This design comes from an exercise in tuning for small area, a short achievable clock period and few clock cycles on the open sky130 flow, not from production work.
RTL that was checked went through simulation tests only; none was proved equivalent to the original.
No activity file was given, so power comes from the tool's default toggle rates.

==> inputs of run a <==
==> flow/design.v <==
package conceal_pkg;
    typedef enum logic [1:0] {
        SIZE_16 = 2'd0,
        SIZE_32 = 2'd1,
        SIZE_64 = 2'd2
    } packet_size_e;
    typedef enum logic [2:0] {
        SEQ_IDLE,
        SEQ_FETCH,
        SEQ_CHECK,
        SEQ_CONCEAL,
        SEQ_FINISH
    } seq_state_e;
    typedef enum logic [1:0] {
        PORT_IDLE,
        PORT_READ,
        PORT_AVERAGE,
        PORT_WRITE
    } port_state_e;
    typedef struct packed {
        logic                     cyc;
        logic                     stb;
        logic                     we;
        logic [16-1:0] adr;
        logic [8-1:0]      dat;
    } pix_wb_req_t;
    typedef struct packed {
        logic                ack;
        logic [8-1:0] dat;
    } pix_wb_rsp_t;
    typedef struct packed {
        logic               cyc;
        logic               stb;
        logic [8-1:0] adr;
    } flag_wb_req_t;
    typedef struct packed {
        logic               ack;
        logic [16-1:0] dat;
    } flag_wb_rsp_t;
    typedef struct packed {
        logic at_top;
        logic at_bottom;
        logic at_left;
        logic at_right;
    } edge_flags_t;
    typedef struct packed {
        logic [16-1:0] adr;
        edge_flags_t              edges;
    } conceal_job_t;
    typedef struct packed {
        logic [8-1:0] nw;
        logic [8-1:0] n;
        logic [8-1:0] ne;
        logic [8-1:0] w;
        logic [8-1:0] e;
        logic [8-1:0] sw;
        logic [8-1:0] s;
        logic [8-1:0] se;
    } neighbours_t;
endpackage
`timescale 1ns/1ps
module concealment_top (
    input  logic                     clock,
    input  logic                     reset,
    input  logic                     start,
    input  logic [1:0]               size,
    output logic                     done,
    output logic                     pix_cyc,
    output logic                     pix_stb,
    output logic                     pix_we,
    output logic [16-1:0] pix_adr,
    output logic [8-1:0]      pix_dat_w,
    input  logic                     pix_ack,
    input  logic [8-1:0]      pix_dat_r,
    output logic                     flag_cyc,
    output logic                     flag_stb,
    output logic [8-1:0]       flag_adr,
    input  logic                     flag_ack,
    input  logic [16-1:0]       flag_dat
);
    localparam logic [2:0] S_IDLE = 3'd0;
    localparam logic [2:0] S_FLAG = 3'd1;
    localparam logic [2:0] S_SCAN = 3'd2;
    localparam logic [2:0] S_BUS  = 3'd3;
    localparam logic [2:0] S_DONE = 3'd4;
    localparam logic [1:0] PH_A = 2'd0;
    localparam logic [1:0] PH_B = 2'd1;
    localparam logic [1:0] PH_M = 2'd2;
    localparam logic [1:0] R_T = 2'd0;
    localparam logic [1:0] R_B = 2'd1;
    localparam logic [1:0] R_M = 2'd2;
    logic [2:0]  st;
    logic [1:0]  size_q;
    logic [7:0]  line;
    logic [15:0] segf;       
    logic        cyc_q, we_q, fcyc_q, done_q;
    logic [15:0] adr_q;
    logic        it_v;
    logic [1:0]  it_ph, it_row;
    logic [7:0]  rc;
    logic        tag_tb, tag_ev, tag_wv, tag_pm, tag_first, tag_last;
    logic        proc_v;
    logic        ptag_pm, ptag_first, ptag_last;
    logic [7:0]  din;
    logic [8:0]  cs0, cs1, cs2;
    logic        cs2_ok;
    logic [7:0]  ev;
    logic        e_ok;
    logic [7:0]  wv;         
    logic        wpend;      
    logic        ops_act;
    logic [8:0]  pend;       
    logic        fin_e1, fin_e2;
    logic [10:0] acc;
    logic [7:0]  pc;         
    logic        tp, bp;       
    logic        eL, eR;       
    logic        eK, nL, nR;
    logic [8:0]  mask;
    logic        mask_e1, mask_e2;
    logic [8:0]  avail, sel;
    logic [5:0]  early;
    logic [9:0]  opnd;
    logic [10:0] acc_sum;
    logic        fin_now, op_now;
    logic [1:0]  wa, wb, wd, we_, wf;
    assign eK = !tp || !bp;
    assign nL = fin_now ? 1'b0 : eL;
    assign nR = fin_now ? (pc == 8'd254) : eR;
    assign wa  = nL ? 2'd0 : ((eK && nR) ? 2'd2 : 2'd1);
    assign wb  = 2'd1 + 2'(eK || nL || nR) + 2'(eK && (nL || nR));
    assign wd  = nR ? 2'd0 : ((eK && nL) ? 2'd2 : 2'd1);
    assign we_ = nL ? 2'd0 : (2'd1 + 2'(eK || nR) + 2'(eK && nR));
    assign wf  = nR ? 2'd0 : (2'd1 + 2'(eK || nL) + 2'(eK && nL));
    assign mask = {wf == 2'd3, wd[1], wd[0], we_[1], we_[0], wb[1], wb[0], wa[1], wa[0]};
    assign mask_e1 = (wf == 2'd1);
    assign mask_e2 = (wf[1]);
    assign avail = pend & {e_ok, cs2_ok, cs2_ok, 6'b111111};
    assign fin_now = ops_act && (pend == 9'd0) && (e_ok || !(fin_e1 || fin_e2)) && !wpend;
    assign op_now  = (avail != 9'd0);
    always_comb begin
        sel = 9'd0;
        for (int i = 8; i >= 0; i = i - 1) begin
            if (avail[i]) sel = 9'(1) << i;
        end
    end
    always_comb begin
        opnd = ({10{sel[0]}} & {1'b0, cs0})
             | ({10{sel[1]}} & {cs0, 1'b0})
             | ({10{sel[2]}} & {1'b0, cs1})
             | ({10{sel[3]}} & {cs1, 1'b0})
             | ({10{sel[4]}} & {2'b0, wv})
             | ({10{sel[5]}} & {1'b0, wv, 1'b0})
             | ({10{sel[6]}} & {1'b0, cs2})
             | ({10{sel[7]}} & {cs2, 1'b0})
             | ({10{sel[8] || (fin_now && fin_e1)}} & {2'b0, ev})
             | ({10{fin_now && fin_e2}} & {1'b0, ev, 1'b0});
    end
    assign acc_sum = acc + 11'(opnd);
    assign early   = pend[5:0];
    logic [3:0]  first_seg;
    logic        any_seg;
    logic [15:0] seg_exp;
    logic [15:0] seg_done;
    logic [1:0]  first_row;
    logic        need_mid;
    logic        nr_valid;
    logic [1:0]  nr;
    logic        it_first, it_last;
    logic        cont;
    logic [7:0]  rc_inc, c0, pc_m1;
    logic [7:0]  line_m1, line_p1, rd_line;
    logic        slot_free, w_inflight, wreq, rd_guard, rd_ok, run_done;
    logic        ld_now, start_ops;
    always_comb begin
        first_seg = 4'd0;
        for (int i = 15; i >= 0; i = i - 1) begin
            if (segf[i]) first_seg = 4'(i);
        end
    end
    assign any_seg = (segf != 16'd0);
    always_comb begin
        for (int i = 0; i < 16; i = i + 1) begin
            case (size_q)
                2'd1:    seg_exp[i] = flag_dat[15 - i / 2];
                2'd2:    seg_exp[i] = flag_dat[15 - i / 4];
                default: seg_exp[i] = flag_dat[15 - i];
            endcase
            seg_done[i] = (4'(i) <= rc[7:4]);
        end
    end
    assign first_row = tp ? R_T : R_B;
    assign need_mid  = (it_ph != PH_B);
    always_comb begin
        nr_valid = 1'b0;
        nr       = R_M;
        case (it_row)
            R_T: begin
                if (bp) begin
                    nr_valid = 1'b1;
                    nr       = R_B;
                end else begin
                    nr_valid = need_mid;
                end
            end
            R_B:     nr_valid = need_mid;
            default: nr_valid = 1'b0;
        endcase
    end
    assign it_first = (it_row == first_row);
    assign it_last  = (it_row == R_B) || (it_row == R_T && !bp);
    assign rc_inc  = rc + 8'd1;
    assign c0      = {first_seg, 4'd0};
    assign pc_m1   = pc - 8'd1;
    assign line_m1 = line - 8'd1;
    assign line_p1 = line + 8'd1;
    assign rd_line = (it_row == R_T) ? line_m1 : (it_row == R_B) ? line_p1 : line;
    assign cont    = (rc[3:0] != 4'd0) || segf[rc[7:4]];
    assign slot_free  = !cyc_q || pix_ack;
    assign w_inflight = cyc_q && we_q;
    assign wreq       = (wpend && !w_inflight) || fin_now;
    assign rd_guard   = (it_ph == PH_M) && it_first && ops_act
                      && ((early & (early - 6'd1)) != 6'd0);
    assign rd_ok      = it_v && !rd_guard;
    assign run_done   = pix_ack && w_inflight && !it_v && !ops_act;
    assign ld_now    = proc_v;
    assign start_ops = (ld_now && ptag_first && ptag_pm)
                     || (fin_now && pc == 8'd254);
    always_ff @(posedge clock or negedge reset) begin
        if (!reset) begin
            st      <= S_IDLE;
            cyc_q   <= 1'b0;
            fcyc_q  <= 1'b0;
            done_q  <= 1'b0;
            wpend   <= 1'b0;
            ops_act <= 1'b0;
            proc_v  <= 1'b0;
            e_ok    <= 1'b0;
            cs2_ok  <= 1'b0;
            it_v    <= 1'b0;
        end else begin
            done_q <= 1'b0;
            proc_v <= 1'b0;
            if (fin_now) begin
                ops_act <= 1'b0;
                e_ok    <= 1'b0;
                wpend   <= 1'b1;
            end
            if (start_ops) begin
                ops_act <= 1'b1;
            end
            if (ld_now && ptag_pm) begin
                cs2_ok <= ptag_last;
            end
            case (st)
                S_IDLE: begin
                    if (start) begin
                        fcyc_q <= 1'b1;
                        st     <= S_FLAG;
                    end
                end
                S_FLAG: begin
                    if (flag_ack) begin
                        fcyc_q <= 1'b0;
                        st     <= S_SCAN;
                    end
                end
                S_SCAN: begin
                    wpend   <= 1'b0;
                    ops_act <= 1'b0;
                    e_ok    <= 1'b0;
                    if (!any_seg) begin
                        if (!bp) begin
                            done_q <= 1'b1;
                            st     <= S_DONE;
                        end else begin
                            fcyc_q <= 1'b1;
                            st     <= S_FLAG;
                        end
                    end else begin
                        it_v <= 1'b1;
                        st   <= S_BUS;
                    end
                end
                S_BUS: begin
                    if (pix_ack) begin
                        if (we_q) wpend <= 1'b0;
                        if (tag_tb) proc_v <= 1'b1;
                        if (tag_ev) e_ok <= 1'b1;
                    end
                    if (slot_free) begin
                        if (wreq) begin
                            cyc_q <= 1'b1;
                        end else if (rd_ok) begin
                            cyc_q <= 1'b1;
                            if (!nr_valid && it_ph == PH_M && !(cont && rc != 8'd255)) begin
                                it_v <= 1'b0;
                            end
                        end else begin
                            cyc_q <= 1'b0;
                            if (run_done) st <= S_SCAN;
                        end
                    end
                end
                default: begin
                    st <= S_IDLE;
                end
            endcase
        end
    end
    always_ff @(posedge clock) begin
        case (st)
            S_IDLE: begin
                if (start) begin
                    size_q <= size;
                    line   <= 8'd0;
                    tp     <= 1'b0;
                    bp     <= 1'b1;
                end
            end
            S_FLAG: begin
                if (flag_ack) segf <= seg_exp;
            end
            S_SCAN: begin
                acc <= 11'd0;
                pc  <= c0;
                eL  <= (first_seg == 4'd0);
                eR  <= 1'b0;
                if (!any_seg) begin
                    if (bp) begin
                        line <= line_p1;
                        tp   <= 1'b1;
                        bp   <= (line_p1 != 8'd239);
                    end
                end else begin
                    it_row <= first_row;
                    if (first_seg != 4'd0) begin
                        it_ph <= PH_A;
                        rc    <= c0 - 8'd1;
                    end else begin
                        it_ph <= PH_B;
                        rc    <= c0;
                    end
                end
            end
            S_BUS: begin
                if (slot_free && !wreq && rd_ok) begin
                    if (nr_valid) begin
                        it_row <= nr;
                    end else begin
                        it_row <= first_row;
                        if (it_ph == PH_A) begin
                            it_ph <= PH_B;
                            rc    <= rc_inc;
                        end else if (it_ph == PH_B) begin
                            it_ph <= PH_M;
                            rc    <= rc_inc;
                        end else if (cont && rc != 8'd255) begin
                            rc <= rc_inc;
                        end
                    end
                end
                if (slot_free && !wreq && !rd_ok && run_done) begin
                    segf <= segf & ~seg_done;
                end
                if (pix_ack) begin
                    if (tag_wv) wv <= pix_dat_r;
                    if (tag_ev) ev <= pix_dat_r;
                end
            end
            default: ;
        endcase
        if (slot_free) begin
            we_q      <= wreq;
            adr_q     <= wreq ? {line, fin_now ? pc : pc_m1} : {rd_line, rc};
            tag_tb    <= (st == S_BUS) && !wreq && rd_ok && (it_row != R_M);
            tag_ev    <= (st == S_BUS) && !wreq && rd_ok && (it_row == R_M) && (it_ph == PH_M);
            tag_wv    <= (st == S_BUS) && !wreq && rd_ok && (it_row == R_M) && (it_ph == PH_A);
            tag_pm    <= (it_ph == PH_M);
            tag_first <= it_first;
            tag_last  <= it_last;
        end
        din        <= pix_dat_r;
        ptag_pm    <= tag_pm;
        ptag_first <= tag_first;
        ptag_last  <= tag_last;
        if (ld_now) begin
            cs2 <= (ptag_first ? 9'd0 : cs2) + 9'(din);
            if (ptag_first) begin
                cs0 <= cs1;
                cs1 <= cs2;
            end
        end
        if (fin_now) begin
            wv  <= acc_sum[10:3];
            acc <= 11'd0;
            pc  <= pc + 8'd1;
            eL  <= 1'b0;
            eR  <= (pc == 8'd254);
            if (pc == 8'd254) begin
                cs0 <= cs1;
                cs1 <= cs2;
            end
        end else if (op_now) begin
            acc  <= acc_sum;
            pend <= pend & ~sel;
        end
        if (start_ops) begin
            pend   <= mask;
            fin_e1 <= mask_e1;
            fin_e2 <= mask_e2;
        end
        if (st == S_SCAN) begin
            pend <= 9'd0;
        end
    end
    assign done      = done_q;
    assign pix_cyc   = cyc_q;
    assign pix_stb   = cyc_q;
    assign pix_we    = we_q;
    assign pix_adr   = adr_q;
    assign pix_dat_w = wv;
    assign flag_cyc  = fcyc_q;
    assign flag_stb  = fcyc_q;
    assign flag_adr  = line;
endmodule
==> flow/run.sh <==
#!/bin/bash
# synth_recipe.tcl (not shown) runs the flow's synth.tcl, then flattens the netlist and writes it again
# the make line also repeats each setting of config.mk as NAME=value (left out here)
make -C /OpenROAD-flow-scripts/flow DESIGN_CONFIG=/design/flow/config.mk WORK_HOME=/design/flow/orfs CLKGATE_MAP_FILE= SYNTH_SCRIPT=/design/flow/synth_recipe.tcl finish
==> flow/config.mk <==
export PLATFORM = sky130hd
export DESIGN_NAME = concealment_top
export DESIGN_NICKNAME = concealment_top
export VERILOG_FILES = /design/flow/design.v
export SDC_FILE = /design/flow/constraint.sdc
export NUM_CORES = 4
export LEC_CHECK = 0
export CAP_MARGIN = 20
export CORE_MARGIN = 2
export CORE_UTILIZATION = 40
export SETUP_SLACK_MARGIN = 5
export SLEW_MARGIN = 20
==> flow/constraint.sdc <==
create_clock -name core_clock -period 9.0 [get_ports {clock}]
set_input_delay 1.8000 -clock core_clock [delete_from_list [all_inputs] [get_ports {clock}]]
set_output_delay 1.8000 -clock core_clock [all_outputs]
set_load 0.01 [all_outputs]
==> inputs of run b, as changes to run a <==
--- a/flow/design.v
+++ b/flow/design.v
@@ -111,4 +111,3 @@
     logic        ops_act;
-    logic [8:0]  pend;       
-    logic        fin_e1, fin_e2;
+    logic [6:0]  pend;
     logic [10:0] acc;
@@ -117,29 +116,23 @@
     logic        eL, eR;       
-    logic        eK, nL, nR;
-    logic [8:0]  mask;
-    logic        mask_e1, mask_e2;
-    logic [8:0]  avail, sel;
-    logic [5:0]  early;
-    logic [9:0]  opnd;
+    logic       eK;
+    logic [7:0] en, avail, sel;
+    logic [4:0] early;
+    logic [9:0] opnd;
     logic [10:0] acc_sum;
-    logic        fin_now, op_now;
-    logic [1:0]  wa, wb, wd, we_, wf;
+    logic       fin_now, op_now;
     assign eK = !tp || !bp;
-    assign nL = fin_now ? 1'b0 : eL;
-    assign nR = fin_now ? (pc == 8'd254) : eR;
-    assign wa  = nL ? 2'd0 : ((eK && nR) ? 2'd2 : 2'd1);
-    assign wb  = 2'd1 + 2'(eK || nL || nR) + 2'(eK && (nL || nR));
-    assign wd  = nR ? 2'd0 : ((eK && nL) ? 2'd2 : 2'd1);
-    assign we_ = nL ? 2'd0 : (2'd1 + 2'(eK || nR) + 2'(eK && nR));
-    assign wf  = nR ? 2'd0 : (2'd1 + 2'(eK || nL) + 2'(eK && nL));
-    assign mask = {wf == 2'd3, wd[1], wd[0], we_[1], we_[0], wb[1], wb[0], wa[1], wa[0]};
-    assign mask_e1 = (wf == 2'd1);
-    assign mask_e2 = (wf[1]);
-    assign avail = pend & {e_ok, cs2_ok, cs2_ok, 6'b111111};
-    assign fin_now = ops_act && (pend == 9'd0) && (e_ok || !(fin_e1 || fin_e2)) && !wpend;
-    assign op_now  = (avail != 9'd0);
+    assign en[0] = !eL;
+    assign en[1] = 1'b1;
+    assign en[2] = eK && (eL || eR);
+    assign en[3] = !eL;
+    assign en[4] = !eL && eK && eR;
+    assign en[5] = !eR;
+    assign en[6] = !eR && eK && eL;
+    assign en[7]     = 1'b1;
+    assign avail[6:0] = {7{ops_act}} & pend & en[6:0] & {e_ok, cs2_ok, 5'b11111};
+    assign avail[7]  = ops_act && ((pend & en[6:0]) == 7'd0) && (e_ok || eR) && !wpend;
     always_comb begin
-        sel = 9'd0;
-        for (int i = 8; i >= 0; i = i - 1) begin
-            if (avail[i]) sel = 9'(1) << i;
+        sel = 8'd0;
+        for (int i = 7; i >= 0; i = i - 1) begin
+            if (avail[i]) sel = 8'(1) << i;
         end
@@ -147,15 +140,16 @@
     always_comb begin
-        opnd = ({10{sel[0]}} & {1'b0, cs0})
-             | ({10{sel[1]}} & {cs0, 1'b0})
-             | ({10{sel[2]}} & {1'b0, cs1})
-             | ({10{sel[3]}} & {cs1, 1'b0})
-             | ({10{sel[4]}} & {2'b0, wv})
-             | ({10{sel[5]}} & {1'b0, wv, 1'b0})
-             | ({10{sel[6]}} & {1'b0, cs2})
-             | ({10{sel[7]}} & {cs2, 1'b0})
-             | ({10{sel[8] || (fin_now && fin_e1)}} & {2'b0, ev})
-             | ({10{fin_now && fin_e2}} & {1'b0, ev, 1'b0});
+        opnd = 10'd0;
+        if (sel[0]) opnd = (eR && eK) ? {cs0, 1'b0} : {1'b0, cs0};
+        if (sel[1]) opnd = (eK || eL || eR) ? {cs1, 1'b0} : {1'b0, cs1};
+        if (sel[2]) opnd = {1'b0, cs1};
+        if (sel[3]) opnd = (eK || eR) ? {1'b0, wv, 1'b0} : {2'b0, wv};
+        if (sel[4]) opnd = {2'b0, wv};
+        if (sel[5]) opnd = (eK && eL) ? {cs2, 1'b0} : {1'b0, cs2};
+        if (sel[6]) opnd = {2'b0, ev};
+        if (sel[7]) opnd = eR ? 10'd0 : ((eK || eL) ? {1'b0, ev, 1'b0} : {2'b0, ev});
     end
-    assign acc_sum = acc + 11'(opnd);
-    assign early   = pend[5:0];
+    assign fin_now  = avail[7];
+    assign op_now   = (avail[6:0] != 7'd0);
+    assign acc_sum  = acc + 11'(opnd);
+    assign early    = pend[4:0] & en[4:0];
     logic [3:0]  first_seg;
@@ -220,5 +214,5 @@
     assign w_inflight = cyc_q && we_q;
-    assign wreq       = (wpend && !w_inflight) || fin_now;
+    assign wreq       = wpend && !w_inflight;
     assign rd_guard   = (it_ph == PH_M) && it_first && ops_act
-                      && ((early & (early - 6'd1)) != 6'd0);
+                      && ((early & (early - 5'd1)) != 5'd0);
     assign rd_ok      = it_v && !rd_guard;
@@ -366,2 +360,6 @@
                 if (pix_ack) begin
+                    ptag_pm    <= tag_pm;
+                    ptag_first <= tag_first;
+                    ptag_last  <= tag_last;
+                    din        <= pix_dat_r;
                     if (tag_wv) wv <= pix_dat_r;
@@ -374,3 +372,3 @@
             we_q      <= wreq;
-            adr_q     <= wreq ? {line, fin_now ? pc : pc_m1} : {rd_line, rc};
+            adr_q     <= wreq ? {line, pc_m1} : {rd_line, rc};
             tag_tb    <= (st == S_BUS) && !wreq && rd_ok && (it_row != R_M);
@@ -382,6 +380,2 @@
         end
-        din        <= pix_dat_r;
-        ptag_pm    <= tag_pm;
-        ptag_first <= tag_first;
-        ptag_last  <= tag_last;
         if (ld_now) begin
@@ -404,12 +398,7 @@
         end else if (op_now) begin
-            acc  <= acc_sum;
-            pend <= pend & ~sel;
+            acc <= acc_sum;
+            pend <= pend & ~sel[6:0];
         end
         if (start_ops) begin
-            pend   <= mask;
-            fin_e1 <= mask_e1;
-            fin_e2 <= mask_e2;
-        end
-        if (st == S_SCAN) begin
-            pend <= 9'd0;
+            pend <= 7'h7f;
         end
--- a/flow/config.mk
+++ b/flow/config.mk
@@ -10,3 +10,2 @@
 export CORE_UTILIZATION = 40
-export SETUP_SLACK_MARGIN = 5
 export SLEW_MARGIN = 20
==> inputs of run c, as changes to run a <==
--- a/flow/design.v
+++ b/flow/design.v
@@ -111,4 +111,3 @@
     logic        ops_act;
-    logic [8:0]  pend;       
-    logic        fin_e1, fin_e2;
+    logic [6:0]  pend;
     logic [10:0] acc;
@@ -117,29 +116,23 @@
     logic        eL, eR;       
-    logic        eK, nL, nR;
-    logic [8:0]  mask;
-    logic        mask_e1, mask_e2;
-    logic [8:0]  avail, sel;
-    logic [5:0]  early;
-    logic [9:0]  opnd;
+    logic       eK;
+    logic [7:0] en, avail, sel;
+    logic [4:0] early;
+    logic [9:0] opnd;
     logic [10:0] acc_sum;
-    logic        fin_now, op_now;
-    logic [1:0]  wa, wb, wd, we_, wf;
+    logic       fin_now, op_now;
     assign eK = !tp || !bp;
-    assign nL = fin_now ? 1'b0 : eL;
-    assign nR = fin_now ? (pc == 8'd254) : eR;
-    assign wa  = nL ? 2'd0 : ((eK && nR) ? 2'd2 : 2'd1);
-    assign wb  = 2'd1 + 2'(eK || nL || nR) + 2'(eK && (nL || nR));
-    assign wd  = nR ? 2'd0 : ((eK && nL) ? 2'd2 : 2'd1);
-    assign we_ = nL ? 2'd0 : (2'd1 + 2'(eK || nR) + 2'(eK && nR));
-    assign wf  = nR ? 2'd0 : (2'd1 + 2'(eK || nL) + 2'(eK && nL));
-    assign mask = {wf == 2'd3, wd[1], wd[0], we_[1], we_[0], wb[1], wb[0], wa[1], wa[0]};
-    assign mask_e1 = (wf == 2'd1);
-    assign mask_e2 = (wf[1]);
-    assign avail = pend & {e_ok, cs2_ok, cs2_ok, 6'b111111};
-    assign fin_now = ops_act && (pend == 9'd0) && (e_ok || !(fin_e1 || fin_e2)) && !wpend;
-    assign op_now  = (avail != 9'd0);
+    assign en[0] = !eL;
+    assign en[1] = 1'b1;
+    assign en[2] = eK && (eL || eR);
+    assign en[3] = !eL;
+    assign en[4] = !eL && eK && eR;
+    assign en[5] = !eR;
+    assign en[6] = !eR && eK && eL;
+    assign en[7]     = 1'b1;
+    assign avail[6:0] = {7{ops_act}} & pend & en[6:0] & {e_ok, cs2_ok, 5'b11111};
+    assign avail[7]  = ops_act && ((pend & en[6:0]) == 7'd0) && (e_ok || eR) && !wpend;
     always_comb begin
-        sel = 9'd0;
-        for (int i = 8; i >= 0; i = i - 1) begin
-            if (avail[i]) sel = 9'(1) << i;
+        sel = 8'd0;
+        for (int i = 7; i >= 0; i = i - 1) begin
+            if (avail[i]) sel = 8'(1) << i;
         end
@@ -147,15 +140,16 @@
     always_comb begin
-        opnd = ({10{sel[0]}} & {1'b0, cs0})
-             | ({10{sel[1]}} & {cs0, 1'b0})
-             | ({10{sel[2]}} & {1'b0, cs1})
-             | ({10{sel[3]}} & {cs1, 1'b0})
-             | ({10{sel[4]}} & {2'b0, wv})
-             | ({10{sel[5]}} & {1'b0, wv, 1'b0})
-             | ({10{sel[6]}} & {1'b0, cs2})
-             | ({10{sel[7]}} & {cs2, 1'b0})
-             | ({10{sel[8] || (fin_now && fin_e1)}} & {2'b0, ev})
-             | ({10{fin_now && fin_e2}} & {1'b0, ev, 1'b0});
+        opnd = 10'd0;
+        if (sel[0]) opnd = (eR && eK) ? {cs0, 1'b0} : {1'b0, cs0};
+        if (sel[1]) opnd = (eK || eL || eR) ? {cs1, 1'b0} : {1'b0, cs1};
+        if (sel[2]) opnd = {1'b0, cs1};
+        if (sel[3]) opnd = (eK || eR) ? {1'b0, wv, 1'b0} : {2'b0, wv};
+        if (sel[4]) opnd = {2'b0, wv};
+        if (sel[5]) opnd = (eK && eL) ? {cs2, 1'b0} : {1'b0, cs2};
+        if (sel[6]) opnd = {2'b0, ev};
+        if (sel[7]) opnd = eR ? 10'd0 : ((eK || eL) ? {1'b0, ev, 1'b0} : {2'b0, ev});
     end
-    assign acc_sum = acc + 11'(opnd);
-    assign early   = pend[5:0];
+    assign fin_now  = avail[7];
+    assign op_now   = (avail[6:0] != 7'd0);
+    assign acc_sum  = acc + 11'(opnd);
+    assign early    = pend[4:0] & en[4:0];
     logic [3:0]  first_seg;
@@ -220,5 +214,5 @@
     assign w_inflight = cyc_q && we_q;
-    assign wreq       = (wpend && !w_inflight) || fin_now;
+    assign wreq       = wpend && !w_inflight;
     assign rd_guard   = (it_ph == PH_M) && it_first && ops_act
-                      && ((early & (early - 6'd1)) != 6'd0);
+                      && ((early & (early - 5'd1)) != 5'd0);
     assign rd_ok      = it_v && !rd_guard;
@@ -366,2 +360,6 @@
                 if (pix_ack) begin
+                    ptag_pm    <= tag_pm;
+                    ptag_first <= tag_first;
+                    ptag_last  <= tag_last;
+                    din        <= pix_dat_r;
                     if (tag_wv) wv <= pix_dat_r;
@@ -374,3 +372,3 @@
             we_q      <= wreq;
-            adr_q     <= wreq ? {line, fin_now ? pc : pc_m1} : {rd_line, rc};
+            adr_q     <= wreq ? {line, pc_m1} : {rd_line, rc};
             tag_tb    <= (st == S_BUS) && !wreq && rd_ok && (it_row != R_M);
@@ -382,6 +380,2 @@
         end
-        din        <= pix_dat_r;
-        ptag_pm    <= tag_pm;
-        ptag_first <= tag_first;
-        ptag_last  <= tag_last;
         if (ld_now) begin
@@ -404,12 +398,7 @@
         end else if (op_now) begin
-            acc  <= acc_sum;
-            pend <= pend & ~sel;
+            acc <= acc_sum;
+            pend <= pend & ~sel[6:0];
         end
         if (start_ops) begin
-            pend   <= mask;
-            fin_e1 <= mask_e1;
-            fin_e2 <= mask_e2;
-        end
-        if (st == S_SCAN) begin
-            pend <= 9'd0;
+            pend <= 7'h7f;
         end
--- a/flow/config.mk
+++ b/flow/config.mk
@@ -7,2 +7,3 @@
 export LEC_CHECK = 0
+export ABC_CLOCK_PERIOD_IN_PS = 3000
 export CAP_MARGIN = 20
==> notes <==
- Combinational power: run b is higher than run a (about 25%).
- The lowest clock skew belongs to run a, the highest to run c.
- Synthesized cell count is the same in run b and run c.
- Sequential power: run a is lower than run c (about 6%).
- The lowest cell count belongs to run a, the highest to run c.
- Between run b and run a, the lower via count is in run a (gap 4.6%, measured against run a).
- In run c the final area is higher than in run b, by 2.0%.
- The lowest routed wire length belongs to run a, the highest to run c.
- Sequential share of layout area: run c < run b < run a.
- First-iteration DRC count: run c > run b > run a.
Testbench counts of run a, summed over its fixed seeds: cycles 704,777.
The RTL of run b and run c was laid out without a check of its function.

[afterwards: timing with drivers on the ports]
In the flow no input, the clock included, has a driving cell. The finished layouts below were timed again as built, in two steps. Step 1 (the two cells are an assumption about what drives the block):
set clk [get_ports {clock}]
set_driving_cell -lib_cell sky130_fd_sc_hd__clkbuf_16 $clk
set_driving_cell -lib_cell sky130_fd_sc_hd__buf_2 [delete_from_list [all_inputs] $clk]
Step 2 moves the port delays by t, midway between the first and last clock arrival at a register: inputs arrive t later, outputs are due t later. That takes back most of the time a late clock gives input paths. a / b / c = ideal ports / drivers / drivers and shift; a / b = the first two.
run	shift t [ns]	setup slack, ns	worst hold slack (ns)	worst data-port slew with drivers (ns)	pins driven straight from the clock port
run a	0.477	5.200 / 5.200 / 4.841	0.341 / 0.341 / 0.341	0.04	1
run b	0.477	4.350 / 4.350 / 4.350	0.421 / 0.421 / 0.421	0.04	1
run c	0.477	5.195 / 5.195 / 4.961	0.421 / 0.421 / 0.421	0.04	1
After both steps setup and hold are still met in every run listed. The setup slack of run a, which loses most, moves by 0.000 ns with the drivers and by -0.359 ns with both steps.
